Background: an optimization exercise with open tools, aiming at small area and a short achievable clock period. Do not read the settings as production practice. Only simulation tests tie the RTL to the original design; equivalence was not proved. Power is estimated from default activity; no workload was simulated.

== job 8706 ==
Design rs_decoder_top, start of the top module:
module rs_decoder_top (
  input  logic               iclk,
  input  logic               ireset,
  input  logic               iclkena,
  input  logic               isop,
  input  logic               ival,
  input  rs_gf_pkg::data_t   idat,
  output logic               oerr_val,
  output rs_frame_pkg::pos_t oerr_pos,
  output rs_gf_pkg::data_t   oerr_mag,
  output logic               oframe_done,
  output rs_frame_pkg::cnt_t oerr_cnt,
  output logic               odecfail,
  output rs_frame_pkg::tag_t otag
);
  logic  sym_val;
  logic  sym_first;
  rs_gf_pkg::data_t sym_dat;
  logic  synd_val;
  rs_gf_pkg::data_t [1:16] syndrome;
  logic  loc_val;
  logic  loc_take;
  rs_gf_pkg::data_t [0:8] loc_poly;
  rs_gf_pkg::data_t [0:8-1] omega_poly;
  rs_frame_pkg::cnt_t  loc_len;
  logic  loc_fail;
  rs_symbol_framer framer0 (
    .iclk      (iclk),
    .ireset    (ireset),
    .iclkena   (iclkena),
    .isop      (isop),
    .ival      (ival),
    .idat      (idat),
    .sym_val   (sym_val),
    .sym_first (sym_first),
    .sym_dat   (sym_dat),
    .synd_val  (synd_val)
  );
  for (genvar g = 0; g < 16; g++) begin : g_synd
    rs_syndrome_cell #(
      .root_idx (g)
    ) cell0 (
      .iclk      (iclk),
      .sym_val   (sym_val),
      .sym_first (sym_first),
      .sym_dat   (sym_dat),
      .syndrome  (syndrome[g+1])
    );
  end
  rs_berlekamp_ribm ribm0 (
    .iclk       (iclk),
    .ireset     (ireset),
  ...
Size in the first run: about 3,100 cells after synthesis, about 36,000 um2 of cells after synthesis.
Settings: LEC_CHECK=0, CAP_MARGIN=20, CORE_MARGIN=2, CORE_UTILIZATION=60, CTS_CLUSTER_DIAMETER=100, CTS_CLUSTER_SIZE=22, SLEW_MARGIN=20; clock period 22.0 ns.
standard.sh (not shown) runs the stock make flow with config.mk's settings and CLKGATE_MAP_FILE= SYNTH_SCRIPT=/design/flow/synth_recipe.tcl, a recipe that flattens the netlist after the stock synthesis.
==> flow/flow/run.sh <==
#!/bin/bash
# Standard layout, with the setup repair aiming well below the clock period:
# the clock and constraints are unchanged, repair_timing just works until
# the worst path is at most TARGET ns long.
set -euo pipefail
TARGET=${TARGET:-5.5}
export SETUP_SLACK_MARGIN=$(python3 -c "print(round($FLOW_PERIOD_NS - $TARGET, 3))")
bash standard.sh > standard_flow.log 2>&1
Job 8706: full flow OK, the timing, design-rule and antenna checks passed
--- input diff job 8706..job 4236 ---
- changing CTS_CLUSTER_DIAMETER from 100 to 60
- changing CTS_CLUSTER_SIZE from 22 to 30
-- flow/flow/run.sh --
<<< job 8706, line 6
TARGET=${TARGET:-5.5}
>>> job 4236, line 6
TARGET=${TARGET:-5.6}
Notes after the runs:
- Side by side, growth of design area from synthesis to finish turned out higher in job 4236 than in job 8706.
- Against job 8706, the final cell area of job 4236 is higher.
- The total power reported for job 4236 is greater than that of job 8706 by about 6%.
For job 931, these inputs were changed with respect to job 4236:
- changing CTS_CLUSTER_DIAMETER from 60 to 100
- setting GPL_TIMING_DRIVEN to 0 for the first time
- setting GPL_ROUTABILITY_DRIVEN to 0 for the first time
- changing CTS_CLUSTER_SIZE from 30 to 22
- Last element of the critical path: oerr_pos[5] -> job 4236, oerr_pos[2] -> job 931
- Hold slack ended up 0.0097 ns lower on job 931 than on job 4236.
- The lower sum of routed wire length over all layers of job 4236 and job 931 is in job 4236.
- Static leakage (job 931 vs. job 4236) decreases slightly
- Per the comparison of job 931 with job 4236, maximum fanout count along the critical path barely changed, total power decreased by about 5% relative to the old numbers.
The inputs of job 4019 differ from those of job 931 as listed below.
- a change of CORE_UTILIZATION from 60 to 66
- a deleted GPL_ROUTABILITY_DRIVEN that had been 0
- a deleted GPL_TIMING_DRIVEN that had been 0
Job 931 → job 4019: routed wire length decreased 7.2 mm, final cell area excluding filler cells decreased 740 um2.
In the tables for job 931 and job 4019, share of the final layout cell area in sequential cells reads lower with job 931.
In the metrics for job 931 and job 4019, the one carrying the lower average detailed-routed wire length per instance is job 4019.
Side by side, proportion of final cell area spent on non-clock buffers turned out lower in job 4019 than in job 931.
Diff job 931..job 4019 | cell area after synthesis | unchanged

separate check: timing with driven ports:
The flow's constraints put no driver on any port. The routed layouts listed below were extracted and timed again, unchanged, in two steps. Step 1 sets driving cells, clkbuf_16 on the clock port and buf_2 on the other inputs (assumed; they add their load-dependent delay and slew). Step 2 also shifts input and output timing later by t, the mid clock arrival at the registers, as if the neighbouring blocks saw the same clock. a / b / c = ideal ports / drivers / drivers and shift; a / b = the first two.
run | t, ns | setup slack, ns | pins driven straight from the clock port
job 8706 | 0.643 | 16.432 / 16.366 / 15.977 | 1
job 4236 | 0.671 | 16.427 / 16.363 / 15.900 | 1
job 931 | 0.647 | 16.448 / 16.383 / 15.923 | 1
job 4019 | 0.635 | 16.446 / 16.387 / 15.940 | 1
After both steps every run listed still meets setup and hold. For job 4236, which loses most, drivers alone change the setup slack by -0.064 ns; drivers and shift together by -0.527 ns.
